Context: an optimization exercise on an open-source flow, tuned for small area, a short achievable clock period and few clock cycles per item. The choices shown serve that exercise and are no tape-out recipe.
The RTL was checked by simulation tests, not by an equivalence proof against the original design.
Power figures rest on the tool's default switching activity, not on a simulated workload.

File: design/flow/design.v
package miss_pkg;
    localparam int NLINE_W    = 26;
    localparam int SET_W      = 6;
    localparam int TAG_W      = 20;
    localparam int WAY_W      = 2;
    localparam int BEATS      = 4;
    localparam int BEAT_W     = 2;
    localparam int DATA_W     = 64;
    localparam int ID_W       = 4;
    localparam int MSHR_N     = 4;
    localparam int MSHR_W     = 2;
    localparam int DATA_DEPTH = 8;
    localparam int META_DEPTH = 2;
    localparam int ALLOC_W    = NLINE_W + WAY_W + BEAT_W + 2 * ID_W + 1;
    localparam int DATA_AW    = $clog2(DATA_DEPTH);
    localparam int META_AW    = $clog2(META_DEPTH);
    typedef struct packed {
        logic [NLINE_W-1:0] nline;
        logic [WAY_W-1:0]   way;
        logic [BEAT_W-1:0]  word;
        logic [ID_W-1:0]    sid;
        logic [ID_W-1:0]    tid;
        logic               need_rsp;
    } miss_alloc_t;
    typedef struct packed {
        logic        valid;
        miss_alloc_t req;
    } mshr_entry_t;
    typedef struct packed {
        logic [NLINE_W-1:0] nline;
        logic [MSHR_W-1:0]  id;
    } mem_req_t;
    typedef struct packed {
        logic [DATA_W-1:0] data;
        logic [MSHR_W-1:0] id;
        logic              error;
        logic              last;
    } mem_resp_t;
    typedef struct packed {
        logic [MSHR_W-1:0] id;
        logic              error;
    } refill_meta_t;
    typedef struct packed {
        logic [SET_W-1:0]  set;
        logic [WAY_W-1:0]  way;
        logic [BEAT_W-1:0] beat;
        logic [DATA_W-1:0] data;
    } refill_wr_t;
    typedef struct packed {
        logic [SET_W-1:0] set;
        logic [WAY_W-1:0] way;
        logic             valid;
        logic [TAG_W-1:0] tag;
    } dir_entry_t;
    typedef struct packed {
        logic [DATA_W-1:0] data;
        logic [ID_W-1:0]   sid;
        logic [ID_W-1:0]   tid;
        logic              error;
    } core_rsp_t;
endpackage
`timescale 1ns/1ps
module miss_handler (
    input  logic                         clk_i,
    input  logic                         rst_ni,
    input  logic                         alloc_valid_i,
    input  logic [38:0]                  alloc_i,
    output logic                         alloc_ready_o,
    output logic                         mshr_full_o,
    output logic                         mem_req_valid_o,
    output logic [27:0]                  mem_req_o,
    input  logic                         mem_req_ready_i,
    input  logic                         mem_resp_valid_i,
    input  logic [67:0]                  mem_resp_i,
    output logic                         mem_resp_ready_o,
    output logic                         refill_req_o,
    input  logic                         refill_gnt_i,
    output logic                         refill_wr_valid_o,
    output logic [73:0]                  refill_wr_o,
    output logic                         dir_wr_valid_o,
    output logic [28:0]                  dir_wr_o,
    output logic                         core_rsp_valid_o,
    output logic [72:0]                  core_rsp_o,
    input  logic [miss_pkg::NLINE_W-1:0] check_nline_i,
    output logic                         check_hit_o,
    output logic                         mshr_empty_o
);
    localparam int N = miss_pkg::MSHR_N;
    miss_pkg::miss_alloc_t alloc_s;
    miss_pkg::mem_resp_t   resp_s;
    miss_pkg::refill_wr_t  wr_s;
    miss_pkg::dir_entry_t  dir_s;
    miss_pkg::core_rsp_t   rsp_s;
    assign alloc_s = alloc_i;
    assign resp_s  = mem_resp_i;
    logic [N-1:0]                  valid_q;
    logic [miss_pkg::NLINE_W-1:0]  nline_q [N];
    logic [miss_pkg::WAY_W-1:0]    way_q   [N];
    logic [miss_pkg::BEAT_W-1:0]   word_q  [N];
    logic [miss_pkg::ID_W-1:0]     sid_q   [N];
    logic [miss_pkg::ID_W-1:0]     tid_q   [N];
    logic [N-1:0]                  rsp_q;
    logic [miss_pkg::MSHR_W-1:0]   idx_q, idx_d;
    logic [N-1:0]                  valid_d;
    logic                          take, ret;
    logic [miss_pkg::MSHR_W-1:0]   rid;
    assign mshr_full_o  = &valid_q;
    assign mshr_empty_o = ~|valid_q;
    assign alloc_ready_o   = mem_req_ready_i && !mshr_full_o;
    assign mem_req_valid_o = alloc_valid_i && !mshr_full_o;
    assign mem_req_o       = {alloc_s.nline, idx_q};
    assign take            = alloc_valid_i && alloc_ready_o;
    always_comb begin
        check_hit_o = 1'b0;
        for (int i = 0; i < N; i++) begin
            if (valid_q[i] && (nline_q[i] == check_nline_i)) begin
                check_hit_o = 1'b1;
            end
        end
    end
    always_comb begin
        valid_d = valid_q;
        if (ret) begin
            valid_d[rid] = 1'b0;
        end
        if (take) begin
            valid_d[idx_q] = 1'b1;
        end
    end
    always_comb begin
        idx_d = idx_q;
        if (!(mem_req_valid_o && !mem_req_ready_i)) begin
            idx_d = '0;
            for (int i = N - 1; i >= 0; i--) begin
                if (!valid_d[i]) begin
                    idx_d = miss_pkg::MSHR_W'(i);
                end
            end
        end
    end
    always_ff @(posedge clk_i or negedge rst_ni) begin
        if (!rst_ni) begin
            valid_q <= '0;
            idx_q   <= '0;
        end else begin
            valid_q <= valid_d;
            idx_q   <= idx_d;
        end
    end
    always_ff @(posedge clk_i) begin
        for (int i = 0; i < N; i++) begin
            if (take && idx_q == miss_pkg::MSHR_W'(i)) begin
                nline_q[i] <= alloc_s.nline;
                way_q[i]   <= alloc_s.way;
                word_q[i]  <= alloc_s.word;
                sid_q[i]   <= alloc_s.sid;
                tid_q[i]   <= alloc_s.tid;
                rsp_q[i]   <= alloc_s.need_rsp;
            end
        end
    end
    logic [miss_pkg::BEAT_W-1:0] cnt_q;
    logic                        mid, fire;
    assign mid              = (cnt_q != '0);
    assign refill_req_o     = mem_resp_valid_i && !mid;
    assign mem_resp_ready_o = mid || refill_gnt_i;
    assign fire             = mem_resp_valid_i && mem_resp_ready_o;
    assign rid              = resp_s.id;
    assign ret              = fire && (cnt_q == miss_pkg::BEAT_W'(miss_pkg::BEATS - 1));
    always_ff @(posedge clk_i or negedge rst_ni) begin
        if (!rst_ni) begin
            cnt_q <= '0;
        end else if (fire) begin
            cnt_q <= cnt_q + 1'b1;
        end
    end
    assign refill_wr_valid_o = fire && !resp_s.error;
    assign wr_s.set  = nline_q[rid][miss_pkg::SET_W-1:0];
    assign wr_s.way  = way_q[rid];
    assign wr_s.beat = cnt_q;
    assign wr_s.data = resp_s.data;
    assign refill_wr_o = wr_s;
    assign dir_wr_valid_o = ret;
    assign dir_s.set   = nline_q[rid][miss_pkg::SET_W-1:0];
    assign dir_s.way   = way_q[rid];
    assign dir_s.valid = !resp_s.error;
    assign dir_s.tag   = nline_q[rid][miss_pkg::NLINE_W-1 -: miss_pkg::TAG_W];
    assign dir_wr_o    = dir_s;
    logic [N-1:0] word_now;
    for (genvar g = 0; g < N; g++) begin : g_word
        assign word_now[g] = rsp_q[g] && (word_q[g] == cnt_q);
    end
    assign core_rsp_valid_o = fire && word_now[rid];
    assign rsp_s.data  = resp_s.data;
    assign rsp_s.sid   = sid_q[rid];
    assign rsp_s.tid   = tid_q[rid];
    assign rsp_s.error = resp_s.error;
    assign core_rsp_o  = rsp_s;
endmodule
File: design/flow/flow/run.sh
#!/bin/bash
# Standard synthesis, then its combinational logic re-mapped by ABC without the
# slow 4-input mux/NOR/OR cells (flip-flops untouched), then the standard layout
# from that netlist, with plain buffers on the ports, delay cells kept out of
# repair and sizing not held to each cell's footprint.
set -euo pipefail
cat >> config.mk <<'MK'
export BUFFER_PORTS_ARGS = -buffer_cell sky130_fd_sc_hd__buf_2
export DONT_USE_CELLS = sky130_fd_sc_hd__clkdlybuf4s15_1 sky130_fd_sc_hd__clkdlybuf4s15_2 sky130_fd_sc_hd__clkdlybuf4s18_1 sky130_fd_sc_hd__clkdlybuf4s18_2 sky130_fd_sc_hd__clkdlybuf4s25_1 sky130_fd_sc_hd__clkdlybuf4s25_2 sky130_fd_sc_hd__clkdlybuf4s50_1 sky130_fd_sc_hd__clkdlybuf4s50_2 sky130_fd_sc_hd__dlygate4sd1_1 sky130_fd_sc_hd__dlygate4sd2_1 sky130_fd_sc_hd__dlygate4sd3_1 sky130_fd_sc_hd__dlymetal6s2s_1 sky130_fd_sc_hd__dlymetal6s4s_1 sky130_fd_sc_hd__dlymetal6s6s_1
export CTS_ARGS = -sink_clustering_enable -repair_clock_nets -buf_list sky130_fd_sc_hd__clkbuf_8 -dont_use_dummy_load -sink_buffer_max_cap_derate 0.3
MK
bash standard.sh synth > standard_synth.log 2>&1
R=orfs/results/$FLOW_PLATFORM/miss_handler/base
LIB=$FLOW_HOME/platforms/$FLOW_PLATFORM/lib/sky130_fd_sc_hd__tt_025C_1v80.lib
YOSYS=$FLOW_HOME/../tools/install/yosys/bin/yosys
[ -x "$YOSYS" ] || YOSYS=yosys
cp $R/1_2_yosys.v $R/1_2_yosys_standard.v
printf 'set_driving_cell sky130_fd_sc_hd__buf_1\nset_load 5\n' > abc_remap.constr
sed -e "s#{LIB}#$LIB#g" -e "s#{NET_IN}#$R/1_2_yosys_standard.v#" -e "s#{NET_OUT}#$R/1_2_yosys.v#" \
    -e "s#{TOP}#$FLOW_TOP#g" -e "s#{SCRIPT}#$FLOW_HOME/scripts/abc_speed.script#" \
    -e "s#{CONSTR}#abc_remap.constr#" flow/remap.ys > remap_run.ys
"$YOSYS" -l remap.log remap_run.ys > /dev/null 2>&1
touch $R/1_2_yosys.v
bash standard.sh MATCH_CELL_FOOTPRINT=0 finish > standard.log 2>&1
File: design/flow/flow/remap.ys
# Re-map the combinational logic of the standard synthesis with ORFS's ABC speed
# script, without the slow 4-input mux, NOR and OR cells.
# The flip-flops stay as the standard synthesis made them (same cells, same names).
read_liberty -ignore_miss_func {LIB}
read_verilog {NET_IN}
hierarchy -top {TOP}
blackbox *__df* *__edf*
flatten -noscopeinfo
hierarchy -top {TOP}
opt -purge
abc -script {SCRIPT} -liberty {LIB} -constr {CONSTR} -dont_use *lpflow* -dont_use *probe* -dont_use *dlygate* -dont_use *clkdlybuf* -dont_use *dlymetal* -dont_use sky130_fd_sc_hd__mux4_1 -dont_use sky130_fd_sc_hd__mux4_2 -dont_use sky130_fd_sc_hd__mux4_4 -dont_use sky130_fd_sc_hd__nor4_1 -dont_use sky130_fd_sc_hd__nor4_2 -dont_use sky130_fd_sc_hd__nor4_4 -dont_use sky130_fd_sc_hd__nor4b_1 -dont_use sky130_fd_sc_hd__nor4b_2 -dont_use sky130_fd_sc_hd__nor4b_4 -dont_use sky130_fd_sc_hd__nor4bb_1 -dont_use sky130_fd_sc_hd__nor4bb_2 -dont_use sky130_fd_sc_hd__nor4bb_4 -dont_use sky130_fd_sc_hd__or4_1 -dont_use sky130_fd_sc_hd__or4_2 -dont_use sky130_fd_sc_hd__or4_4 -dont_use sky130_fd_sc_hd__or4b_1 -dont_use sky130_fd_sc_hd__or4b_2 -dont_use sky130_fd_sc_hd__or4b_4 -dont_use sky130_fd_sc_hd__or4bb_1 -dont_use sky130_fd_sc_hd__or4bb_2 -dont_use sky130_fd_sc_hd__or4bb_4 -D 4.5
opt_clean -purge
read_liberty -lib -ignore_redef {LIB}
hilomap -singleton -hicell sky130_fd_sc_hd__conb_1 HI -locell sky130_fd_sc_hd__conb_1 LO
insbuf -buf sky130_fd_sc_hd__buf_4 A X
check -assert -mapped
stat -liberty {LIB}
write_verilog -noattr -nohex -nodec {NET_OUT}
File: design/flow/standard.sh
#!/bin/bash
# synth_recipe.tcl (not shown) runs the flow's synth.tcl, then flattens the netlist and writes it again
# the make line also repeats each setting of config.mk as NAME=value (left out here)
make -C /OpenROAD-flow-scripts/flow DESIGN_CONFIG=/design/flow/config.mk WORK_HOME=/design/flow/orfs CLKGATE_MAP_FILE= SYNTH_SCRIPT=/design/flow/synth_recipe.tcl "${@:-finish}"
File: design/flow/config.mk
export PLATFORM = sky130hd
export DESIGN_NAME = miss_handler
export DESIGN_NICKNAME = miss_handler
export VERILOG_FILES = /design/flow/design.v
export SDC_FILE = /design/flow/constraint.sdc
export NUM_CORES = 4
export LEC_CHECK = 0
export CAP_MARGIN = 20
export CORE_MARGIN = 2
export CORE_UTILIZATION = 70
export CTS_BUF_LIST = sky130_fd_sc_hd__clkbuf_8
export PLACE_DENSITY = 0.8
export SETUP_SLACK_MARGIN = 1.5
export SLEW_MARGIN = 20
export BUFFER_PORTS_ARGS = -buffer_cell sky130_fd_sc_hd__buf_2
export DONT_USE_CELLS = sky130_fd_sc_hd__clkdlybuf4s15_1 sky130_fd_sc_hd__clkdlybuf4s15_2 sky130_fd_sc_hd__clkdlybuf4s18_1 sky130_fd_sc_hd__clkdlybuf4s18_2 sky130_fd_sc_hd__clkdlybuf4s25_1 sky130_fd_sc_hd__clkdlybuf4s25_2 sky130_fd_sc_hd__clkdlybuf4s50_1 sky130_fd_sc_hd__clkdlybuf4s50_2 sky130_fd_sc_hd__dlygate4sd1_1 sky130_fd_sc_hd__dlygate4sd2_1 sky130_fd_sc_hd__dlygate4sd3_1 sky130_fd_sc_hd__dlymetal6s2s_1 sky130_fd_sc_hd__dlymetal6s4s_1 sky130_fd_sc_hd__dlymetal6s6s_1
export CTS_ARGS = -sink_clustering_enable -repair_clock_nets -buf_list sky130_fd_sc_hd__clkbuf_8 -dont_use_dummy_load -sink_buffer_max_cap_derate 0.3
File: design/flow/constraint.sdc
create_clock -name core_clock -period 4.5 [get_ports {clk_i}]
set_input_delay 0.9000 -clock core_clock [delete_from_list [all_inputs] [get_ports {clk_i}]]
set_output_delay 0.9000 -clock core_clock [all_outputs]
set_load 0.01 [all_outputs]
==> run summary, run 1 <==
The aggregate routed wire length is 24.97 mm. The maximum fanout encountered on the critical timing path came out at 4. Synthesis produced a netlist whose cell count is 736. Leaving out fill and tap cells, the most frequent cell in the layout is buf_2. The detail route stage leaves a number of antenna-violating nets equal to 0. The worst path arrival time was 2.09 ns. Setup repair after global routing could not meet its margin everywhere. The worst path uses 66.39% of the clock period. The logs give 19.09 mm for the estimated wirelength of the detail-placed design and 8972 sq um for the post-synthesis instance area. The largest single stage delay on the critical path is 0.25 ns. Clock tree synthesis selected as its root buffer the cell clkbuf_8. The endpoint identified for the worst register-to-register timing path is nline_q[0][4]. Data on the critical path is required at its endpoint by 3.60 ns. The run gives 164 as the number of sinks handled by clock tree synthesis. In the final routed layout, each cell accounts on average for 28.51 um. The worst clock skew was 0.02087 ns. The logs give 13740 sq um for the die area and 875 for the net count after synthesis. The tools report the number of violations of the max-capacitance limit as 0. In this run the worst hold path is classified as in2async. In this run the static leakage power is 3.133 nW. Counting the buffers created by CTS gives 17. The top cell types in the final layout, fill and taps aside, are 159 x buf_2, 156 x edfxtp_1, 107 x xnor2_1, 38 x a21oi_1. For this configuration, the core starts out at a cell density of 71.39%. Counting along the longest clock path gives a buffer depth of 2. The transition time at the pin with the least slew margin was 1.175 ns. The total area inside the core boundary comes to 12570 sq um. The detailed router finished its first iteration with 526 violations.

Dividing total power by cell area gives a power density of 398.9 nW/um^2. The detail-routed via count per cell works out to 6.166. The die is 117.2 um wide.

The final setup violation count came out at 0. The average instance in the mapped netlist occupies 12.19 sq um. TritonCTS built the clock tree. The area added between synthesis and finish was -0.5160%.

The timing-limited maximum frequency was 0.3347 GHz. Tracing the worst setup path back leads to its startpoint at check_nline_i[20]. The routability-driven placement congestion ratio is 0.9584. The detailed-route via count is 5401, and the final hold slack is 0.3175 ns. The layout cell share with drive strength beyond 1 works out to 29.02%. The setup path with the least slack is of type in2out. The count of boundary I/O pins is 353. STA classifies the critical path startpoint as an input pin. Setup slack on the worst reg-to-reg path comes out at 2.18 ns. VDD sags by at most 0.2459 mV. The net count of the finished layout is 844.

The cell with the biggest individual delay on the critical path is nor3_2. The via count of the first global-routing pass was 5289. The total DRC errors in the routed layout is 0, and the clock-pin transition on the worst setup and hold timing paths is 0.06 ns. After floorplanning, the core was divided into 41 placement rows. During synthesis, Yosys emitted a total of 6 warnings. The critical path goes through buf_2, xnor2_2, nand4_1, nor3_2, nand3_1, nand4_1, buf_2. The depth of the most critical reg-to-reg path is 4, and the number of detailed-route iterations in the first pass is 5. The first global-routing pass estimated 34.09 mm of wire. Max-slew violation total from the final report: 0. The run gives 35.94% as the overall fraction of global-route tracks in use. Global routing finished with a remaining overflow of 0. The run finished with no timing, DRC or antenna violations. For the maximum number of pins on one net before global-route repair, the log shows 51. The run gives 0 as the buffers inserted during post-CTS setup optimization.

The floorplan step set the die height to 117.2 um. The clock reaches the later pin of the worst-skew pair after 0.45 ns. In the final timing run, aggregate negative setup slack is 0 ns. The hold violation total from the final report was 0.

The kind of end point of the critical path was an output port. Headroom to the max-slew limit: 21.65%. In this run the critical register-to-register path is launched from valid_q[3]. The initial antenna violation count was 0; the count of buffers from port buffering was 159. The clock tree synthesis step divided the H-tree into 4 levels. The clock period minus final worst setup slack works out to 2.987 ns.
## worst max path at each step
stage | to | slack, ns | cells after the start
floorplan | nline_q[0][0] | 1.53 | 2
global placement | refill_wr_o[69] | 1.20 | 6
detailed placement | core_rsp_o[6] | 1.16 | 6
CTS | check_hit_o | 1.51 | 7
global route | check_hit_o | 1.47 | 7
finish | check_hit_o | 1.51 | 7
## power breakdown
part	switching (mW)	internal (mW)
Sequential	0.157	1.87
Clock	0.437	0.333
Combinational	0.457	0.310
Total	1.05	2.51
## final cells by class
class / count / area (sq um)
timing repair buffer: 166 / 893.4
tap: 172 / 215.2
clock buffer: 17 / 234.0
antenna: 1 / 2.502
fill: 868 / 3642
inverter: 10 / 37.54
multi-input combinational: 346 / 2658
sequential: 164 / 4886
## stage by stage
step / setup slack (ns) / instances / power (mW) / instance area, sq um / util (%)
after global placement: 1.202 / 858 / 2.776 / 8612 / 68.52
after floorplan: 1.525 / 736 / 2.659 / 8982 / -
after global routing: 1.467 / 875 / 3.694 / 8924 / 71.00
final: 1.513 / 876 / 3.561 / 8926 / 71.02
after detailed placement: 1.164 / 858 / 2.805 / 8612 / 68.52
after CTS: 1.512 / 875 / 3.557 / 8884 / 70.68
## flip-flops by register name, indices dropped and copies added, names as in the netlist
name,count
idx_q,2
way_q,8
word_q,8
sid_q,16
cnt_q,2
valid_q,4
tid_q,16
rsp_q,4
nline_q,104
## per-layer routing
metal | up-vias | part of all wire (%) | GRT usage (%)
met4 | 4 | 3.1 | 12.47
met1 | 2573 | 34 | 40.47
met3 | 72 | 18 | 26.31
met2 | 405 | 44 | 52.15
met5 | - | 0.47 | 11.85
li1 | 2347 | - | -
## repair_timing
| item | 4_1_cts | 5_1_grt |
|---|---|---|
| gates resized for setup | 9 | 7 |
| pin swaps | 1 | 4 |
| endpoints found under the setup margin | 36 | 11 |
| hold buffers | 0 | 0 |
| endpoints found under the hold margin | 0 | 0 |
## critical path: cells and delay by family
kind                      cells  cell delay, ns
xor gates and xnor gates      1            0.19
and+or+nand+nor               4            0.69
buffers and inverters         2            0.30
Testbench counts, summed over its fixed seeds: cycles 9,977, items 2,400.
==> run 2, diff against run 1 <==
--- a/design/flow/flow/run.sh
+++ b/design/flow/flow/run.sh
@@ -7,7 +7,7 @@
 cat >> config.mk <<'MK'
 export BUFFER_PORTS_ARGS = -buffer_cell sky130_fd_sc_hd__buf_2
 export DONT_USE_CELLS = sky130_fd_sc_hd__clkdlybuf4s15_1 sky130_fd_sc_hd__clkdlybuf4s15_2 sky130_fd_sc_hd__clkdlybuf4s18_1 sky130_fd_sc_hd__clkdlybuf4s18_2 sky130_fd_sc_hd__clkdlybuf4s25_1 sky130_fd_sc_hd__clkdlybuf4s25_2 sky130_fd_sc_hd__clkdlybuf4s50_1 sky130_fd_sc_hd__clkdlybuf4s50_2 sky130_fd_sc_hd__dlygate4sd1_1 sky130_fd_sc_hd__dlygate4sd2_1 sky130_fd_sc_hd__dlygate4sd3_1 sky130_fd_sc_hd__dlymetal6s2s_1 sky130_fd_sc_hd__dlymetal6s4s_1 sky130_fd_sc_hd__dlymetal6s6s_1
-export CTS_ARGS = -sink_clustering_enable -repair_clock_nets -buf_list sky130_fd_sc_hd__clkbuf_8 -dont_use_dummy_load -sink_buffer_max_cap_derate 0.3
+export CTS_ARGS = -sink_clustering_enable -repair_clock_nets -buf_list sky130_fd_sc_hd__clkbuf_8 -dont_use_dummy_load -sink_buffer_max_cap_derate 1.0
 MK
 bash standard.sh synth > standard_synth.log 2>&1
 R=orfs/results/$FLOW_PLATFORM/miss_handler/base
--- a/design/flow/config.mk
+++ b/design/flow/config.mk
@@ -14,4 +14,4 @@
 export SLEW_MARGIN = 20
 export BUFFER_PORTS_ARGS = -buffer_cell sky130_fd_sc_hd__buf_2
 export DONT_USE_CELLS = sky130_fd_sc_hd__clkdlybuf4s15_1 sky130_fd_sc_hd__clkdlybuf4s15_2 sky130_fd_sc_hd__clkdlybuf4s18_1 sky130_fd_sc_hd__clkdlybuf4s18_2 sky130_fd_sc_hd__clkdlybuf4s25_1 sky130_fd_sc_hd__clkdlybuf4s25_2 sky130_fd_sc_hd__clkdlybuf4s50_1 sky130_fd_sc_hd__clkdlybuf4s50_2 sky130_fd_sc_hd__dlygate4sd1_1 sky130_fd_sc_hd__dlygate4sd2_1 sky130_fd_sc_hd__dlygate4sd3_1 sky130_fd_sc_hd__dlymetal6s2s_1 sky130_fd_sc_hd__dlymetal6s4s_1 sky130_fd_sc_hd__dlymetal6s6s_1
-export CTS_ARGS = -sink_clustering_enable -repair_clock_nets -buf_list sky130_fd_sc_hd__clkbuf_8 -dont_use_dummy_load -sink_buffer_max_cap_derate 0.3
+export CTS_ARGS = -sink_clustering_enable -repair_clock_nets -buf_list sky130_fd_sc_hd__clkbuf_8 -dont_use_dummy_load -sink_buffer_max_cap_derate 1.0
==> run 2 against run 1 <==
Net effect: still clean; synthesized cell count did not move; wire length is the same; clock skew unchanged; power stayed put; area after synthesis is the same; clock-buffer cell count unchanged; cell count unchanged; final area unchanged; clock power barely moved; first-iteration DRC count is the same; critical path depth unchanged; largest power group unchanged.
==> run summary, run 2 <==
The hold violation total from the final report is 0, and the number of flip-flops under the largest register name is 104. The aggregate routed wire length was 24.97 mm; the total leakage power was 3.133 nW. Once layout is complete, the cells apart from fillers number 876. For this design the ratio of total power to cell area is 398.9 nW/um^2.

The clock root buffer was clkbuf_8. Worst path arrival time: 2.09 ns. The number of design-rule violations left by the first detailed-router iteration was 526. Total DRC errors in the routed layout: 0.

For the pin with the worst max-slew slack, the measured transition is 1.175 ns. The clock tree synthesis step divided the H-tree into 4 levels. IR analysis of the VDD net gives a maximum drop of 0.2459 mV. The logs give 0 for the number of nets still failing antenna checks after routing and 51 for the maximum number of pins on one net before global-route repair. The setup TNS after final layout was 0 ns.

The routability-driven placement congestion ratio was 0.9584. The depth of the most critical reg-to-reg path works out to 4. The logs give 6 for the total of warnings raised by yosys and 8972 sq um for the post-synthesis instance area. The starting density of the core came out at 71.39%.

Type of the setup path with the least slack: in2out. For the number of buffers created by CTS, the log shows 17. TritonCTS built the clock tree. The flow ran to the end and the layout has no timing, DRC or antenna violations. The number of hold buffers added after CTS was 0. The clock period could shrink to 2.987 ns.

Synthesis produced 736 cells. The detail-routed via count per cell is 6.166, and the post-route total power is 3.561 mW. STA classifies the critical path endpoint as an output port.

The logs give 2 for the largest buffer count on any clock path and 0 for the buffers inserted during post-CTS setup optimization. The first-pass GRT wire length was 34.09 mm. The type of the most critical hold path was in2async. Once placement completed, the tool counted placed cells totaling 858.

The count of buffers added on input and output ports is 159. The logs give 3.60 ns for the critical path required time and 35.94% for the overall fraction of global-route tracks in use. The tools report the initial antenna violation count as 0. The die is 117.2 um wide. After detailed routing, no signal wire sits above met5. Compared with the post-synthesis result, the final layout area differs by -0.5160%.

The logs give 4.552 mm for the wire length on met3 and 0 for the final setup violation count. The logs give 844 for the number of nets in the layout and 11.04 mm for the sum of met2 wire segment lengths after detailed routing. The largest registers in the layout are nline_q x104, sid_q x16, tid_q x16.

Setup repair after global routing could not meet its margin everywhere. For the worst-skew pair, the clock arrives at the later sink with an insertion delay of 0.45 ns. Headroom to the max-slew limit came out at 21.65%. The worst setup path is launched from an input pin. The overflow left after global routing is 0.

The net count after synthesis is 875. The library cells used most frequently in the layout, excluding fill and tap cells, are 159 x buf_2, 156 x edfxtp_1, 107 x xnor2_1, 38 x a21oi_1. The estimated wirelength of the detail-placed design came out at 19.09 mm. The die extent in y is 117.2 um, and the number of sinks handled by clock tree synthesis is 164. For the max-slew violation total from the final report, the log shows 0. The final critical path takes up 66.39% of the cycle. In the final layout, the share of cells above drive strength 1 is 29.02%. The run gives 0.3347 GHz as the timing-limited maximum frequency.

The wire length on met1 was 8.486 mm; the detailed-route via count was 5401. Clock-pin slew was measured on the worst setup and hold paths at 0.06 ns. The tools report the die area as 13740 sq um. The via count of the first global-routing pass was 5289; the mean routed wirelength per cell was 28.51 um.

The floorplan has 41 rows. Across the routed clock network, the largest skew measured is 0.02087 ns. The area of the core was 12570 sq um; the post-synthesis average cell area was 12.19 sq um. For the number of violations of the max-capacitance limit, the log shows 0. The library cell used most frequently in the layout, excluding fill and tap cells, is buf_2.

The register ranked first by flip-flop count is nline_q. The maximum fanout encountered on the critical timing path is 4, and the number of detailed-route iterations in the first pass is 5. Pin placement for this block handled 353 I/O pins.
-- run 2: routing by layer --
layer | vias up | GRT usage, %
li1 | 2347 | -
met1 | 2573 | 40.47
met2 | 405 | 52.15
met3 | 72 | 26.31
met4 | 4 | 12.47
met5 | - | 11.85
-- run 2: worst max-delay path: stages --
cell and delay (ns):
buf_2 0.15, xnor2_2 0.19, nand4_1 0.23, nor3_2 0.25
nand3_1 0.09, nand4_1 0.12, buf_2 0.15
-- run 2: power by group --
part / switching (mW) / internal (mW)
sequential: 0.157 / 1.87
clock: 0.437 / 0.333
combinational: 0.457 / 0.310
total: 1.05 / 2.51
-- run 2: path summary, 6_finish.rpt --
kind | startpoint | endpoint | slack [ns]
worst max-delay path | check_nline_i[20] | check_hit_o | 1.51
worst min-delay path | rst_ni | idx_q[0] | 0.32
worst max register to register | valid_q[3] | nline_q[0][4] | 2.18
worst min register to register | cnt_q[1] | cnt_q[1] | 0.65
max in group asynchronous | rst_ni | cnt_q[1] | 3.98
min in group core_clock | cnt_q[1] | cnt_q[1] | 0.65
-- run 2: final cells by class --
cell class	instances	area, sq um
inverters	10	37.54
flip-flops and latches	164	4886
multi-input cells	346	2658
diodes	1	2.502
repair buffers	166	893.4
well taps	172	215.2
fillers	868	3642
clock buffers	17	234.0
-- run 2: what timing repair did --
item	CTS	global route
endpoints found under the setup margin	36	11
gates resized for setup	9	7
pin swaps	1	4
-- run 2: stage by stage --
| stage | cell area (sq um) | hold WS (ns) | utilization [%] | setup WS (ns) |
|---|---|---|---|---|
| final | 8926 | 0.3175 | 71.02 | 1.513 |
| after global routing | 8924 | 0.3033 | 71.00 | 1.467 |
| after CTS | 8884 | 0.2957 | 70.68 | 1.512 |
| after detailed placement | 8612 | 0.6755 | 68.52 | 1.164 |
| after global placement | 8612 | 0.6596 | 68.52 | 1.202 |
| after floorplan | 8982 | 0.5572 | - | 1.525 |
==> run 3, diff against run 2 <==
--- a/design/flow/flow/run.sh
+++ b/design/flow/flow/run.sh
@@ -7,7 +7,7 @@
 cat >> config.mk <<'MK'
 export BUFFER_PORTS_ARGS = -buffer_cell sky130_fd_sc_hd__buf_2
 export DONT_USE_CELLS = sky130_fd_sc_hd__clkdlybuf4s15_1 sky130_fd_sc_hd__clkdlybuf4s15_2 sky130_fd_sc_hd__clkdlybuf4s18_1 sky130_fd_sc_hd__clkdlybuf4s18_2 sky130_fd_sc_hd__clkdlybuf4s25_1 sky130_fd_sc_hd__clkdlybuf4s25_2 sky130_fd_sc_hd__clkdlybuf4s50_1 sky130_fd_sc_hd__clkdlybuf4s50_2 sky130_fd_sc_hd__dlygate4sd1_1 sky130_fd_sc_hd__dlygate4sd2_1 sky130_fd_sc_hd__dlygate4sd3_1 sky130_fd_sc_hd__dlymetal6s2s_1 sky130_fd_sc_hd__dlymetal6s4s_1 sky130_fd_sc_hd__dlymetal6s6s_1
-export CTS_ARGS = -sink_clustering_enable -repair_clock_nets -buf_list sky130_fd_sc_hd__clkbuf_8 -dont_use_dummy_load -sink_buffer_max_cap_derate 1.0
+export CTS_ARGS = -sink_clustering_enable -repair_clock_nets -buf_list sky130_fd_sc_hd__clkbuf_8 -dont_use_dummy_load
 MK
 bash standard.sh synth > standard_synth.log 2>&1
 R=orfs/results/$FLOW_PLATFORM/miss_handler/base
==> design/flow/flow/remap.ys (replaced) <==
# Re-map the combinational logic of the standard synthesis with ORFS's ABC speed
# script, without the slow 4-input NOR and OR cells.
# The flip-flops stay as the standard synthesis made them (same cells, same names).
read_liberty -ignore_miss_func {LIB}
read_verilog {NET_IN}
hierarchy -top {TOP}
blackbox *__df* *__edf*
flatten -noscopeinfo
hierarchy -top {TOP}
opt -purge
abc -script {SCRIPT} -liberty {LIB} -constr {CONSTR} -dont_use *lpflow* -dont_use *probe* -dont_use *dlygate* -dont_use *clkdlybuf* -dont_use *dlymetal* -dont_use sky130_fd_sc_hd__nor4_1 -dont_use sky130_fd_sc_hd__nor4_2 -dont_use sky130_fd_sc_hd__nor4_4 -dont_use sky130_fd_sc_hd__nor4b_1 -dont_use sky130_fd_sc_hd__nor4b_2 -dont_use sky130_fd_sc_hd__nor4b_4 -dont_use sky130_fd_sc_hd__nor4bb_1 -dont_use sky130_fd_sc_hd__nor4bb_2 -dont_use sky130_fd_sc_hd__nor4bb_4 -dont_use sky130_fd_sc_hd__or4_1 -dont_use sky130_fd_sc_hd__or4_2 -dont_use sky130_fd_sc_hd__or4_4 -dont_use sky130_fd_sc_hd__or4b_1 -dont_use sky130_fd_sc_hd__or4b_2 -dont_use sky130_fd_sc_hd__or4b_4 -dont_use sky130_fd_sc_hd__or4bb_1 -dont_use sky130_fd_sc_hd__or4bb_2 -dont_use sky130_fd_sc_hd__or4bb_4 -D 4.5
opt_clean -purge
read_liberty -lib -ignore_redef {LIB}
hilomap -singleton -hicell sky130_fd_sc_hd__conb_1 HI -locell sky130_fd_sc_hd__conb_1 LO
insbuf -buf sky130_fd_sc_hd__buf_4 A X
check -assert -mapped
stat -liberty {LIB}
write_verilog -noattr -nohex -nodec {NET_OUT}
--- a/design/flow/config.mk
+++ b/design/flow/config.mk
@@ -14,4 +14,4 @@
 export SLEW_MARGIN = 20
 export BUFFER_PORTS_ARGS = -buffer_cell sky130_fd_sc_hd__buf_2
 export DONT_USE_CELLS = sky130_fd_sc_hd__clkdlybuf4s15_1 sky130_fd_sc_hd__clkdlybuf4s15_2 sky130_fd_sc_hd__clkdlybuf4s18_1 sky130_fd_sc_hd__clkdlybuf4s18_2 sky130_fd_sc_hd__clkdlybuf4s25_1 sky130_fd_sc_hd__clkdlybuf4s25_2 sky130_fd_sc_hd__clkdlybuf4s50_1 sky130_fd_sc_hd__clkdlybuf4s50_2 sky130_fd_sc_hd__dlygate4sd1_1 sky130_fd_sc_hd__dlygate4sd2_1 sky130_fd_sc_hd__dlygate4sd3_1 sky130_fd_sc_hd__dlymetal6s2s_1 sky130_fd_sc_hd__dlymetal6s4s_1 sky130_fd_sc_hd__dlymetal6s6s_1
-export CTS_ARGS = -sink_clustering_enable -repair_clock_nets -buf_list sky130_fd_sc_hd__clkbuf_8 -dont_use_dummy_load -sink_buffer_max_cap_derate 1.0
+export CTS_ARGS = -sink_clustering_enable -repair_clock_nets -buf_list sky130_fd_sc_hd__clkbuf_8 -dont_use_dummy_load
==> run 3 against run 2 <==
Net effect: still clean; first-iteration DRC count fell by 4.2%; wire length fell by 7.9%; via count fell by 11%; final area fell by 2.1%; synthesized cell count fell by 16%; fmax rose by 0.84%; utilization rose by 1.5 points; critical path depth did not move; sequential share of layout area rose by 1.1 points; largest cell class unchanged.
==> run summary, run 3 <==
Reg-to-reg critical path endpoint: nline_q[0][7]. VDD sags by at most 0.2995 mV. For this run, the number of Yosys warnings is 6. In this run the tightest slew margin relative to its limit is 25.90%. Register ranked first by flip-flop count: nline_q. Power spread over the standard cell area amounts to 404.4 nW/um^2. The quantity of hold-fixing buffers added after cts is 0, and the hold violation total from the final report is 0.

The number of flip-flops under the largest register name is 104. The starting density of the core was 72.11%. The run gives 4885 sq um as the area taken by flip-flops and latches. Using the TritonRoute via totals, the vias-per-cell ratio works out to 6.247.

In the final layout, the registers with the most flip-flops are nline_q x104, sid_q x16, tid_q x16. The leading cell type in the layout, fill and taps excluded is buf_2. Combinational cells account for 21.3% of the total power. A synthesized cell averages 14.12 sq um.

In this run the power spent charging and discharging nets is 1.006 mW. For this block, the initial DRC count from the detailed router was 504. The placed instances occupy a cell area of 8367 sq um.

The top cell types in the final layout, fill and taps aside, are 160 x buf_2, 156 x edfxtp_1, 108 x xnor2_1, 36 x mux4_2, 28 x nand4_1. Setup repair after global routing could not meet its margin everywhere. Counting along the longest clock path gives a buffer depth of 2. In this run the core area contains 40 standard-cell rows. The clock latency at the later pin of the worst-skew pair is 0.45 ns, and the timing-limited maximum frequency is 0.3376 GHz. During placement, the flow inserted port buffers numbering 159. The die covers 13330 sq um.

At the pin with the least slew margin, the transition time is 1.112 ns. The tools report the number of nets still failing antenna checks after routing as 0. The worst setup path is launched from an input pin. For the overflow left after global routing, the log shows 0. Setup total negative slack on the finished layout was measured at 0 ns. Measured along the y axis, the die boundary spans 115.5 um.

The worst register-to-register path has a depth of 4. The area of the core is 12060 sq um, and the area added between synthesis and finish is 0.5179%. Dividing the detail-routed wire length by the instance count gives 29.74 um. Maximum number of pins on one net before global-route repair: 40.

TritonCTS built the clock tree. Data arrives at the worst endpoint at 2.06 ns. Timing analysis after detailed placement gives a worst setup slack of 1.068 ns. The proportion of power drawn by flip-flops and latches is 57.0%, and the area used by multi-input combinational logic is 2416 sq um.

The reg2reg setup slack came out at 2.25 ns. The run gives 755 as the net count after synthesis. Clock-pin slew was measured on the worst setup and hold paths at 0.06 ns. The logs give 0.9181 for the routability-driven placement congestion ratio and 17 for the number of buffers created by CTS.

For the area of all placed cells without fillers, the log shows 8742 sq um. After layout, the worst setup slack is 1.538 ns. In this run the worst path has a maximum fanout of 16.

The logs give 0 for the max-slew violation total from the final report and 0 for the number of violations of the max-capacitance limit. STA classifies the critical path endpoint as an output port. Layout cell share with drive strength beyond 1: 40.07%. The estimated wirelength of the detail-placed design was 17.68 mm. On the final layout, the worst clock skew is 0.02709 ns. Via count of the first global-routing pass: 4731.

STA puts the critical path data required time at 3.60 ns. The tools report the total leakage power as 3.011 nW. The number of detailed-route iterations in the first pass is 7, and the internal portion of total power is 2.529 mW. The first-pass GRT wire length was 31.49 mm; the synthesized netlist cell count was 616. For the final hold slack, the log shows 0.3001 ns. The initial antenna violation count was 1. Number of nets in the layout: 745.

The ratio of final minimum period to clock period is 65.83%. The startpoint identified for the worst register-to-register timing path is valid_q[0]. Clock tree synthesis found a total of 164 sinks. The tools report the final setup violation count as 0. The switching power as a share of total power was 28.47%; the fill cell total of the finished layout was 774.

The type of the most critical hold path was in2async. For this block, the via count after detailed routing is 4829. Clock root buffer: clkbuf_8. The worst setup path is of the in2out kind. In this run the count of I/O pins placed on the die edge is 353. Subtracting the final worst setup slack from the clock period gives 2.962 ns. The die boundary width is 115.5 um. In this run the cell area of the synthesized design comes to 8697 sq um. The logs give 0 for the total DRC errors in the routed layout and 22.99 mm for the aggregate routed wire length. The part of the power in the clock network came out at 21.7%.

Global routing used 34.71% of the available tracks. The flow ran to the end and the layout has no timing, DRC or antenna violations. H-tree depth: 4.
run 3: cell count changes in the layout (fill, tap and decap cells not counted), sizes merged:
cell	change
nor2b	-36
mux2i	-36
a211oi	-36
clkbuf	+1
mux4	+36
a21oi	-36
buf	+8
run 3: area by class of cell:
cell class	count	share of cell area (%)
Sequential cell	164	55.88
Multi-Input combinational cell	238	27.64
Timing Repair Buffer	175	10.93
Clock buffer	17	2.676
Tap cell	168	2.404
Inverter	10	0.4437
Antenna cell	1	0.02862
run 3: worst max path at each step:
stage | from | to | cells after the start | slack, ns
after floorplan | mem_resp_i[2] | refill_wr_o[67] | 4 | 1.51
after global placement | mem_resp_i[2] | refill_wr_o[73] | 4 | 1.11
after detailed placement | mem_resp_i[2] | core_rsp_valid_o | 7 | 1.07
after CTS | mem_resp_i[2] | core_rsp_valid_o | 7 | 1.50
after global routing | mem_resp_i[2] | core_rsp_valid_o | 7 | 1.48
final | mem_resp_i[2] | core_rsp_valid_o | 7 | 1.54
run 3: worst max-delay path: stages:
cell	delay, ns
buf_12	0.15
clkbuf_16	0.17
nand3b_1	0.22
o221ai_2	0.19
a21oi_1	0.09
nor3_1	0.17
buf_2	0.17
run 3: repair_timing:
item | CTS | global route
cloned | 1 | 0
setup endpoints to repair | 38 | 10
pin swaps | 0 | 1
gates resized for setup | 11 | 7
buffers inserted | 1 | 6
run 3: power groups by stage:
| stage | Combinational (mW) | Sequential, mW | Clock (mW) |
|---|---|---|---|
| 2_1_floorplan | 0.665 | 1.98 | 0 |
| 3_3_place_gp | 0.726 | 2.03 | 0 |
| 3_5_place_dp | 0.735 | 2.05 | 0 |
| 4_1_cts | 0.746 | 2.01 | 0.780 |
| 5_1_grt | 0.806 | 2.03 | 0.825 |
| 6_report | 0.753 | 2.01 | 0.767 |
run 3: stage by stage:
step	utilization, %	power [mW]	instances
4_1_cts	71.84	3.540	766
5_1_grt	72.46	3.662	772
6_report	72.48	3.535	773
3_3_place_gp	69.37	2.759	747
2_1_floorplan	-	2.650	616
3_5_place_dp	69.37	2.781	747
run 3: routing by layer:
metal  GRT usage [%]  vias up  share of wire [%]
li1                -     1999                  -
met1           42.12     2387                 35
met2           49.32      399                 45
met3           24.42       40                 18
met4           10.20        4                1.6
met5           8.519        -               0.56
==> run 4, diff against run 3 <==
--- a/design/flow/flow/run.sh
+++ b/design/flow/flow/run.sh
@@ -5,7 +5,7 @@
 # repair and sizing not held to each cell's footprint.
 set -euo pipefail
 cat >> config.mk <<'MK'
-export BUFFER_PORTS_ARGS = -buffer_cell sky130_fd_sc_hd__buf_2
+export BUFFER_PORTS_ARGS = -buffer_cell sky130_fd_sc_hd__buf_1
 export DONT_USE_CELLS = sky130_fd_sc_hd__clkdlybuf4s15_1 sky130_fd_sc_hd__clkdlybuf4s15_2 sky130_fd_sc_hd__clkdlybuf4s18_1 sky130_fd_sc_hd__clkdlybuf4s18_2 sky130_fd_sc_hd__clkdlybuf4s25_1 sky130_fd_sc_hd__clkdlybuf4s25_2 sky130_fd_sc_hd__clkdlybuf4s50_1 sky130_fd_sc_hd__clkdlybuf4s50_2 sky130_fd_sc_hd__dlygate4sd1_1 sky130_fd_sc_hd__dlygate4sd2_1 sky130_fd_sc_hd__dlygate4sd3_1 sky130_fd_sc_hd__dlymetal6s2s_1 sky130_fd_sc_hd__dlymetal6s4s_1 sky130_fd_sc_hd__dlymetal6s6s_1
 export CTS_ARGS = -sink_clustering_enable -repair_clock_nets -buf_list sky130_fd_sc_hd__clkbuf_8 -dont_use_dummy_load
 MK
--- a/design/flow/config.mk
+++ b/design/flow/config.mk
@@ -10,8 +10,8 @@
 export CORE_UTILIZATION = 70
 export CTS_BUF_LIST = sky130_fd_sc_hd__clkbuf_8
 export PLACE_DENSITY = 0.8
-export SETUP_SLACK_MARGIN = 1.5
+export SETUP_SLACK_MARGIN = 1.6
 export SLEW_MARGIN = 20
-export BUFFER_PORTS_ARGS = -buffer_cell sky130_fd_sc_hd__buf_2
+export BUFFER_PORTS_ARGS = -buffer_cell sky130_fd_sc_hd__buf_1
 export DONT_USE_CELLS = sky130_fd_sc_hd__clkdlybuf4s15_1 sky130_fd_sc_hd__clkdlybuf4s15_2 sky130_fd_sc_hd__clkdlybuf4s18_1 sky130_fd_sc_hd__clkdlybuf4s18_2 sky130_fd_sc_hd__clkdlybuf4s25_1 sky130_fd_sc_hd__clkdlybuf4s25_2 sky130_fd_sc_hd__clkdlybuf4s50_1 sky130_fd_sc_hd__clkdlybuf4s50_2 sky130_fd_sc_hd__dlygate4sd1_1 sky130_fd_sc_hd__dlygate4sd2_1 sky130_fd_sc_hd__dlygate4sd3_1 sky130_fd_sc_hd__dlymetal6s2s_1 sky130_fd_sc_hd__dlymetal6s4s_1 sky130_fd_sc_hd__dlymetal6s6s_1
 export CTS_ARGS = -sink_clustering_enable -repair_clock_nets -buf_list sky130_fd_sc_hd__clkbuf_8 -dont_use_dummy_load
==> run 4 against run 3 <==
Net effect: still clean; clock-buffer cell count unchanged; clock skew is 0.010 ns lower; sequential cell count is the same; final area down 0.62%.
==> run summary, run 4 <==
The clock root buffer was clkbuf_8. The setup slack of the critical path after layout came out at 1.590 ns. The maximum number of pins on one net before global-route repair came out at 28.

Data on the critical path is required at its endpoint by 3.60 ns. The run gives 0.3437 GHz as the timing-limited maximum frequency. Depth of the most critical reg-to-reg path: 4. The min-delay analysis places its worst path in the category in2async. The max-slew violation total from the final report came out at 0. For the estimated wirelength of the detail-placed design, the log shows 18.06 mm.

The slowest stage of the critical path is the xnor2_1 cell. Summing all flip-flop and latch instances after layout gives 4886 sq um. The final hold slack was 0.3553 ns.

The overflow left after global routing is 0. Routability-driven placement finished with a final weighted congestion of 0.9247. After the first detailed-routing iteration, the DRC count stood at 514. The number of nets in the layout came out at 741. The kind of end point of the critical path was an output port.

The power density relative to cell area works out to 409.1 nW/um^2. The largest delay contributor family on the critical path was simple AND/OR/NAND/NOR gates. A synthesized cell averages 14.12 sq um. Once the floorplan was initialized, standard cells occupied 72.11% of the core. The run finished with no timing, DRC or antenna violations.

STA puts the critical path data arrival time at 2.01 ns. The clock net in this run drives a total of 164 sinks. Setup repair after global routing could not meet its margin everywhere. Buffers inserted to repair hold after CTS numbered 0. The multi-input combinational cells in the finished layout cover a total of 2525 sq um. TritonCTS built the clock tree. The region available for standard cell placement spans 12060 sq um. Number of flip-flops under the largest register name: 104.

The via count of the first global-routing pass is 4628. In the final layout, the share of cells above drive strength 1 is 20.33%. For the post-route total power, the log shows 3.555 mW.

The total DRC errors in the routed layout was 0. The tools report the total leakage power as 2.709 nW. Counting I/O delays and the setup requirement, the final critical path takes 2.910 ns. The detail-routed via count per cell came out at 6.324. The later pin in the worst-skew pair is clocked with a latency of 0.47 ns.

The logs give 747 for the number of placed cells counting well taps and 755 for the net count after synthesis. The largest registers in the layout are nline_q x104, sid_q x16, tid_q x16. The H-tree depth came out at 4.

The worst setup path is of the in2out kind. The number of buffers and inverters on the critical path is 2. The die boundary width was 115.5 um.

The largest buffer count on any clock path was 2. After floorplanning, the core was divided into 40 placement rows. Aggregate routed wire length: 23.65 mm.

The filler cells instantiated in the layout total 783. The run gives 4863 as the detailed-route via count. The worst IR drop on VDD is 0.3092 mV.

In the layout the commonest cells are 156 x edfxtp_1, 137 x buf_1, 95 x xnor2_1, 36 x mux4_2, 28 x nand4_1. The finished layout holds 769 standard cells, fillers aside. Leading cell type in the layout, fill and taps excluded: edfxtp_1.

The total of warnings raised by yosys came out at 6. Setup violations remaining at the end of the flow were counted as 0. Once detail routing completed, the nets flagged for antenna violations numbered 0. Clock-pin slew was measured on the worst setup and hold paths at 0.08 ns.

In this run the count of I/O pins placed on the die edge is 353. The first global-routing pass estimated 31.57 mm of wire. The run gives 0 as the hold violation total from the final report.

During placement, the flow inserted port buffers numbering 159. Along the worst path, the maximum fanout reaches 4. The ratio of final minimum period to clock period is 64.66%. The pre-antenna-repair detailed-routing pass consisted of 5 iterations. The transition time at the pin with the least slew margin is 0.9455 ns, and the die extent in y is 115.5 um. Synthesis handed over a netlist of 616 instances. The critical path depth is 7.

Walking the worst path, the cells encountered are clkbuf_2, xnor2_1, nand4_1, nor3_1, nand3_1, nand4_1, clkbuf_2. Prior to clock tree synthesis, the placed netlist has a worst setup slack of 1.020 ns. Counting the buffers created by CTS gives 17. The overall fraction of global-route tracks in use is 35.23%, and the die area is 13330 sq um. In the final timing run, aggregate negative setup slack is 0 ns.

The synthesized netlist occupies a cell area of 8697 sq um. Category of the worst setup path launch point: an input pin. The worst pin sits at a relative slew slack of 36.76%. The worst clock skew came out at 0.01669 ns. On the worst path, the slowest cell contributes a delay of 0.22 ns.

The initial antenna violation count was 0; the area added between synthesis and finish was -0.1007%. The mean routed wirelength per cell is 30.76 um, and the number of violations of the max-capacitance limit is 0. Register ranked first by flip-flop count: nline_q.
==> run 4: through the flow <==
stage	util (%)	instance area, sq um
2_1_floorplan	-	8707
3_3_place_gp	67.76	8173
3_5_place_dp	67.76	8173
4_1_cts	70.89	8551
5_1_grt	72.01	8686
6_report	72.03	8688
==> run 4: final timing paths <==
| check | startpoint | slack, ns | endpoint |
|---|---|---|---|
| hold / removal | rst_ni | 0.36 | valid_q[3] |
| max in group asynchronous | rst_ni | 3.80 | cnt_q[1] |
| hold reg to reg | valid_q[3] | 0.64 | valid_q[3] |
| setup / recovery | check_nline_i[5] | 1.59 | check_hit_o |
| min in group core_clock | valid_q[3] | 0.64 | valid_q[3] |
| setup reg to reg | valid_q[0] | 2.18 | word_q[0][0] |
==> run 4: what timing repair did <==
item | 4_1_cts | 5_1_grt
gates cloned | 0 | 1
setup buffers | 0 | 3
pin swaps | 2 | 5
resized for setup | 48 | 21
setup endpoints to repair | 46 | 10
==> run 4: cell type report <==
| type | instances | area share, % |
|---|---|---|
| Tap cell | 168 | 2.419 |
| Clock buffer | 17 | 2.693 |
| Timing Repair Buffer | 171 | 9.116 |
| Inverter | 10 | 0.4464 |
| Multi-Input combinational cell | 238 | 29.06 |
| Antenna cell | 1 | 0.02880 |
| Sequential cell | 164 | 56.24 |
==> run 4: metal layers <==
layer | up-vias | global-route usage (%) | part of all wire (%)
met3 | 60 | 27.67 | 20
met1 | 2322 | 41.99 | 33
li1 | 1999 | - | -
met4 | 4 | 10.92 | 2.4
met2 | 478 | 48.58 | 45
met5 | - | 7.407 | 0.44
==> run 4: power by group <==
part | total (mW) | internal (mW) | switching (mW)
clock network | 0.780 | 0.333 | 0.447
registers | 2.01 | 1.87 | 0.149
logic | 0.761 | 0.314 | 0.447
total | 3.55 | 2.51 | 1.04
==> run 5, diff against run 4 <==
--- a/design/flow/config.mk
+++ b/design/flow/config.mk
@@ -10,7 +10,7 @@
 export CORE_UTILIZATION = 70
 export CTS_BUF_LIST = sky130_fd_sc_hd__clkbuf_8
 export PLACE_DENSITY = 0.8
-export SETUP_SLACK_MARGIN = 1.6
+export SETUP_SLACK_MARGIN = 1.4
 export SLEW_MARGIN = 20
 export BUFFER_PORTS_ARGS = -buffer_cell sky130_fd_sc_hd__buf_1
 export DONT_USE_CELLS = sky130_fd_sc_hd__clkdlybuf4s15_1 sky130_fd_sc_hd__clkdlybuf4s15_2 sky130_fd_sc_hd__clkdlybuf4s18_1 sky130_fd_sc_hd__clkdlybuf4s18_2 sky130_fd_sc_hd__clkdlybuf4s25_1 sky130_fd_sc_hd__clkdlybuf4s25_2 sky130_fd_sc_hd__clkdlybuf4s50_1 sky130_fd_sc_hd__clkdlybuf4s50_2 sky130_fd_sc_hd__dlygate4sd1_1 sky130_fd_sc_hd__dlygate4sd2_1 sky130_fd_sc_hd__dlygate4sd3_1 sky130_fd_sc_hd__dlymetal6s2s_1 sky130_fd_sc_hd__dlymetal6s4s_1 sky130_fd_sc_hd__dlymetal6s6s_1
==> run 5 against run 4 <==
Net effect: still clean; area after synthesis unchanged; clock skew increased by 0.0086 ns; clock power about the same; wire length decreased by 3.1%; setup slack got worse by 0.12 ns; power decreased by 1.1%; critical path type unchanged; critical endpoint unchanged; largest cell class unchanged; highest routed layer unchanged.
==> run summary, run 5 <==
The logs give 6 for the total of warnings raised by yosys and 0 for the quantity of hold-fixing buffers added after cts. In this run the tool buffered the top-level ports with 159 buffer cells. The tools report the initial antenna violation count as 1.

The top cell types in the final layout, fill and taps aside, are 158 x buf_1, 156 x edfxtp_1, 110 x xnor2_1, 36 x mux4_2, 28 x nand4_1. The tools report the category of the worst setup path launch point as an input pin. The register with the most flip-flops in the layout has 104 of them. Net count after synthesis: 755. Of the cells placed in the final design, the portion with a size suffix greater than 1 is 13.40%. The number of nets in the layout is 738, and the worst path arrival time is 2.13 ns.

In this run the worst hold path is classified as in2async. For the post-place setup slack, the log shows 1.016 ns. Setup violations remaining at the end of the flow were counted as 0.

In the final layout, the registers with the most flip-flops are nline_q x104, sid_q x16, tid_q x16. The overall fraction of global-route tracks in use was 34.97%. The run gives 766 as the post-layout instance count excluding filler cells. The starting density of the core was 72.11%; the worst IR drop on VDD was 0.3498 mV. Summing all flip-flop and latch instances after layout gives 4886 sq um.

Once routing completed, OpenROAD measured the worst setup slack at 1.466 ns. For this block, the initial DRC count from the detailed router was 500. The synthesized netlist cell count was 616. The first global-routing pass estimated 31.46 mm of wire.

The clock period minus final worst setup slack came out at 3.034 ns. nline_q holds more flip-flops than any other register. In the final routed layout, each cell accounts on average for 29.93 um. The post-synthesis average cell area came out at 14.12 sq um. The die is 115.5 um tall. Clock skew on the completed layout was measured at 0.02525 ns.

The detail-routed via count per cell is 6.270, and the number of detailed-route iterations in the first pass is 5. The reg2reg setup slack is 2.18 ns. At the end of routability-driven placement, the weighted congestion stood at 0.8677.

In this run, CTS created clock tree buffers numbering 17. The estimated wirelength of the detail-placed design was 17.66 mm. The critical path is of the in2out type. The floorplan has 40 rows. The via count of the first global-routing pass was 4737.

After routing, the total negative slack on setup checks comes to 0 ns. Dividing total power by cell area gives a power density of 415.4 nW/um^2. In this run the tightest slew margin relative to its limit is 38.85%. The run gives 12060 sq um as the area of the core. After clock tree synthesis, the clock-pin slew on the worst setup and hold paths is 0.07 ns. The tools report the clock root buffer as clkbuf_8. The die area is 13330 sq um, and the total leakage power is 2.530 nW.

The run gives 805 as the fill cell total of the finished layout. In this run the worst path has a maximum fanout of 4. The routed layout has 4803 vias. The buffers inserted during post-CTS setup optimization was 0; the number of nets still failing antenna checks after routing was 0. The overflow left after global routing came out at 0.

Including well taps, the total number of placed cells is 747. The area added between synthesis and finish came out at -2.647%. CTS saw 164 sinks.

Setup repair after global routing could not meet its margin everywhere. The leading cell type in the layout, fill and taps excluded was buf_1. The max-slew violation total from the final report is 0, and the maximum number of pins on one net before global-route repair is 28.

Kind of end point of the critical path: an output port. After synthesis the cells add up to 8697 sq um. The die boundary width came out at 115.5 um.

Power comes to 3.517 mW. The ratio of final minimum period to clock period came out at 67.41%. After detailed routing, the total wire length is 22.93 mm. Across the run, the number of max-cap violations was 0.

STA puts the critical path data required time at 3.60 ns. The hold violation total from the final report was 0; the clock latency at the later pin of the worst-skew pair was 0.46 ns. In this run the number of H-tree levels came out at 4. TritonCTS built the clock tree. The timing-limited maximum frequency was 0.3296 GHz; the largest buffer count on any clock path was 2. The flow ran to the end and the layout has no timing, DRC or antenna violations. After detailed routing, the number of remaining DRC violations is 0.

The logs give 2389 sq um for the area used by multi-input combinational logic and 353 for the count of boundary I/O pins. The transition time at the pin with the least slew margin was 0.9143 ns.
==> run 5: repair_timing <==
item | 4_1_cts | 5_1_grt
resized for setup | 13 | 3
endpoints found under the setup margin | 41 | 4
gates cloned | 1 | 0
pin swaps | 0 | 0
==> run 5: final cells by class <==
| type | count | area share (%) |
|---|---|---|
| Antenna cell | 1 | 0.02956 |
| Clock buffer | 17 | 2.763 |
| Inverter | 10 | 0.4581 |
| Multi-Input combinational cell | 238 | 28.21 |
| Sequential cell | 164 | 57.71 |
| Tap cell | 168 | 2.483 |
| Timing Repair Buffer | 168 | 8.349 |
==> run 5: worst max-delay path, stage by stage <==
cell     delay, ns
buf_1         0.25
xnor2_1       0.20
nand3_1       0.14
nor3_1        0.22
nand3_1       0.10
nand4_1       0.14
buf_1         0.17
==> run 5: final timing paths <==
check | end | depth (start not counted) | start
setup reg to reg | nline_q[0][0] | 4 | valid_q[0]
setup / recovery | check_hit_o | 7 | check_nline_i[21]
min in group core_clock | valid_q[3] | 2 | valid_q[3]
max in group asynchronous | cnt_q[1] | 1 | rst_ni
hold / removal | valid_q[0] | 1 | rst_ni
hold reg to reg | valid_q[3] | 2 | valid_q[3]
==> run 5: where the power goes <==
group / total [mW] / leakage, nW / switching (mW) / internal (mW)
Clock: 0.781 / 0.122 / 0.448 / 0.333
Combinational: 0.723 / 0.901 / 0.434 / 0.290
Sequential: 2.01 / 1.51 / 0.147 / 1.86
==> run 5: routing by layer <==
metal / GRT usage [%] / up-vias / part of all wire [%]
met5: 15.93 / - / 0.81
met1: 43.18 / 2368 / 35
met2: 48.50 / 401 / 45
met4: 9.639 / 6 / 1.9
met3: 24.48 / 37 / 18
li1: - / 1991 / -
==> run 5: through the flow <==
step                hold slack [ns]  instance area, sq um  util [%]
finish                       0.3788                  8467     70.20
global route                 0.3787                  8464     70.18
CTS                          0.3595                  8452     70.07
detailed placement           0.6024                  8172     67.75
global placement             0.6069                  8172     67.75
floorplan                    0.5572                  8705         -
==> run 6, diff against run 5 <==
--- a/design/flow/config.mk
+++ b/design/flow/config.mk
@@ -7,10 +7,10 @@
 export LEC_CHECK = 0
 export CAP_MARGIN = 20
 export CORE_MARGIN = 2
-export CORE_UTILIZATION = 70
+export CORE_UTILIZATION = 80
 export CTS_BUF_LIST = sky130_fd_sc_hd__clkbuf_8
-export PLACE_DENSITY = 0.8
-export SETUP_SLACK_MARGIN = 1.4
+export PLACE_DENSITY = 0.85
+export SETUP_SLACK_MARGIN = 1.5
 export SLEW_MARGIN = 20
 export BUFFER_PORTS_ARGS = -buffer_cell sky130_fd_sc_hd__buf_1
 export DONT_USE_CELLS = sky130_fd_sc_hd__clkdlybuf4s15_1 sky130_fd_sc_hd__clkdlybuf4s15_2 sky130_fd_sc_hd__clkdlybuf4s18_1 sky130_fd_sc_hd__clkdlybuf4s18_2 sky130_fd_sc_hd__clkdlybuf4s25_1 sky130_fd_sc_hd__clkdlybuf4s25_2 sky130_fd_sc_hd__clkdlybuf4s50_1 sky130_fd_sc_hd__clkdlybuf4s50_2 sky130_fd_sc_hd__dlygate4sd1_1 sky130_fd_sc_hd__dlygate4sd2_1 sky130_fd_sc_hd__dlygate4sd3_1 sky130_fd_sc_hd__dlymetal6s2s_1 sky130_fd_sc_hd__dlymetal6s4s_1 sky130_fd_sc_hd__dlymetal6s6s_1
==> run 6 against run 5 <==
Net effect: still clean; global-route usage rose by 4.4 points; critical path depth did not move; via count rose by 1.9%; register-to-register slack improved by 0.05 ns; largest cell class unchanged; largest power group unchanged.
==> run summary, run 6 <==
In this run the critical register-to-register path is launched from valid_q[0]. Clock-pin slew was measured on the worst setup and hold paths at 0.07 ns. The total area inside the core boundary comes to 10750 sq um.

The detailed-route via count was 4893; the fill cell total of the finished layout was 627. The number of nets in the synthesized netlist is 755. The analysis attributes to net switching a power of 1.020 mW.

First-pass GRT wire length: 30.82 mm. The clock period minus final worst setup slack works out to 2.966 ns. The aggregate routed wire length was 22.72 mm. Entering global routing, the biggest net connects 40 pins.

The finished cells cover 8478 sq um. Buffers inserted during clock tree synthesis total 17. The H-tree depth came out at 4. The run gives 0 as the total DRC errors in the routed layout. TritonCTS built the clock tree. The post-synthesis average cell area was 14.12 sq um; the number of design-rule violations left by the first detailed-router iteration was 612. Setup violations remaining at the end of the flow were counted as 0. Cell internal power was estimated by the tool at 2.492 mW. The quantity of hold-fixing buffers added after cts was 0. After technology mapping, the gate count stands at 616.

The proportion of power drawn by flip-flops and latches is 57.5%. The run finished with no timing, DRC or antenna violations. The run gives 0 as the number of nets still failing antenna checks after routing. Leaving out fill and tap cells, the most frequent cell in the layout is edfxtp_1. The die boundary width was 108.3 um.

The top cell types in the final layout, fill and taps aside, are 156 x edfxtp_1, 141 x buf_1, 105 x xnor2_1, 36 x mux4_2, 28 x nand4_1. The post-layout instance count excluding filler cells is 736, and the transition time at the pin with the least slew margin is 1.074 ns. After routing, the total negative slack on setup checks comes to 0 ns. Traced cell by cell, the critical path runs through buf_1, xnor2_1, nand4_1, nor2_1, nand3_1, nand4_1, buf_1. The area added between synthesis and finish came out at -2.518%.

The max-slew violation total from the final report was 0. Of the cells placed in the final design, the portion with a size suffix greater than 1 is 17.14%. Across all hold checks on the routed design, the worst slack comes to 0.3816 ns.

The number of placed instances, taps included, is 718. The tools report the kind of end point of the critical path as an output port. In this run the cell area measured after placement is 8133 sq um. At the end of routability-driven placement, the weighted congestion stood at 0.9381.

Max-cap violations in this run came to 0. Hold violation total from the final report: 0. Counting every sink on the clock net gives 164.

The worst setup path is launched from an input pin. The die extent in y is 108.3 um. In this run switching power makes up 29.04% of total power.

The starting density of the core came out at 80.94%. In this run the worst hold path is classified as in2async. The start point of the critical path is check_nline_i[13]. Setup repair after global routing could not meet its margin everywhere.

The overflow left after global routing came out at 0. The maximum fanout encountered on the critical timing path works out to 4. The number of flip-flops under the largest register name came out at 104. Timing would allow up to 0.3371 GHz. The register ranked first by flip-flop count was nline_q. In this run the core area contains 38 standard-cell rows. The design draws 3.512 mW. The run gives 3.60 ns as the critical path required time. The mean routed wirelength per cell is 30.87 um, and the ratio of final minimum period to clock period is 65.92%. The headroom to the max-slew limit came out at 28.40%. In this run, the clock network consumes 21.9% of the power. The logs give 1 for the initial antenna violation count and 20.6% for the combinational power share. The largest registers in the layout are nline_q x104, sid_q x16, tid_q x16. The tools report the clock root buffer as clkbuf_8. The worst clock skew was 0.01936 ns.

Yosys printed 6 warnings. In this run the power density over the cells is 414.2 nW/um^2. Detailed placement ended at an HPWL of 17.60 mm.

Across the whole layout, storage elements account for 4886 sq um. The critical path is of the in2out type. In this run the count of I/O pins placed on the die edge is 353.

For the worst setup path, the data arrival time is 2.07 ns. The worst-case IR drop observed on VDD is 0.2981 mV. The via count of the first global-routing pass is 4657.

In this run the static leakage power is 2.597 nW. The pre-antenna-repair detailed-routing pass consisted of 5 iterations. Detail-routed via count per cell: 6.648.

The tools report the die area as 11720 sq um. The area used by multi-input combinational logic was 2436 sq um; the post-synthesis instance area was 8697 sq um. Worst stage delay on the critical path: 0.24 ns. Cell with the biggest individual delay on the critical path: buf_1. The count of buffers from port buffering came out at 159. For this run, the post-layout net count is 736. The clock latency at the later pin of the worst-skew pair was 0.43 ns; the overall fraction of global-route tracks in use was 39.35%. The longest clock path from root to sink contains 2 buffers.
==> run 6: power by group through the flow <==
stage / combinational, mW / sequential (mW) / clock [mW]
floorplan: 0.665 / 1.98 / 0
global placement: 0.695 / 2.03 / 0
detailed placement: 0.701 / 2.05 / 0
CTS: 0.710 / 2.01 / 0.774
global route: 0.772 / 2.03 / 0.828
finish: 0.725 / 2.02 / 0.768
==> run 6: area by class of cell <==
type | instances | share of cell area, %
sequential | 164 | 57.63
multi-input combinational | 238 | 28.73
timing repair buffer | 166 | 8.323
clock buffer | 17 | 2.760
tap | 140 | 2.066
inverter | 10 | 0.4575
antenna | 1 | 0.02952
==> run 6: metal layers <==
metal / wire length (um) / vias to the layer above / global-route usage, %
li1: - / 1978 / -
met1: 7352 / 2374 / 46.94
met2: 9691 / 465 / 51.80
met3: 4864 / 70 / 33.15
met4: 633 / 6 / 12.64
met5: 179 / - / 14.29
==> run 6: critical path: cells and delay by family <==
| kind | cells | cell delay (ns) |
|---|---|---|
| and+or+nand+nor | 4 | 0.57 |
| xor gates and xnor gates | 1 | 0.19 |
| buffers and inverters | 2 | 0.40 |
==> run 6: stage by stage <==
step	setup slack, ns	util, %
6_report	1.534	78.90
2_1_floorplan	1.511	-
3_5_place_dp	1.048	75.69
3_3_place_gp	1.056	75.69
5_1_grt	1.442	78.90
4_1_cts	1.509	78.24
==> run 6: what timing repair did <==
action	4_1_cts	5_1_grt
resized for setup	16	22
setup endpoints to repair	46	11
buffers inserted	0	0
==> run 6: final timing paths <==
| check | slack [ns] | cells after the start | endpoint |
|---|---|---|---|
| worst max-delay path | 1.53 | 7 | check_hit_o |
| worst min-delay path | 0.38 | 1 | cnt_q[0] |
| worst max register to register | 2.23 | 4 | nline_q[2][0] |
| worst min register to register | 0.66 | 2 | valid_q[3] |
| max in group asynchronous | 3.78 | 1 | cnt_q[1] |
| min in group core_clock | 0.66 | 2 | valid_q[3] |

==> what the ideal ports hide <==
The flow's constraints put no driver on any port. The routed layouts listed below were extracted and timed again, unchanged, in two steps. Step 1 (the two cells are an assumption about what drives the block):
set clk [get_ports {clk_i}]
set_driving_cell -lib_cell sky130_fd_sc_hd__clkbuf_16 $clk
set_driving_cell -lib_cell sky130_fd_sc_hd__buf_2 [delete_from_list [all_inputs] $clk]
Step 2 adds t to the input delays and takes it off the output delays; t is the mean of the earliest and latest rising clock arrival at the registers after step 1. Input paths then give back, and output paths get back, about the clock's delay inside the block. Three values: ideal ports, drivers, drivers and shift; two values: the first two.
run	shift t [ns]	slack for setup (ns)	worst register clock-pin slew, ns	cell pins on the clock port's net
run 1	0.473	1.513 / 1.484 / 1.484	0.09 / 0.09	1
run 2	0.473	1.513 / 1.484 / 1.484	0.09 / 0.09	1
run 3	0.475	1.538 / 1.457 / 1.457	0.09 / 0.09	1
run 4	0.492	1.590 / 1.543 / 1.543	0.09 / 0.09	1
run 5	0.476	1.466 / 1.430 / 1.430	0.09 / 0.09	1
run 6	0.464	1.534 / 1.491 / 1.491	0.09 / 0.09	1
After both steps every run listed still meets setup and hold. For run 3, which loses most, drivers alone change the setup slack by -0.081 ns; drivers and shift together by -0.081 ns.
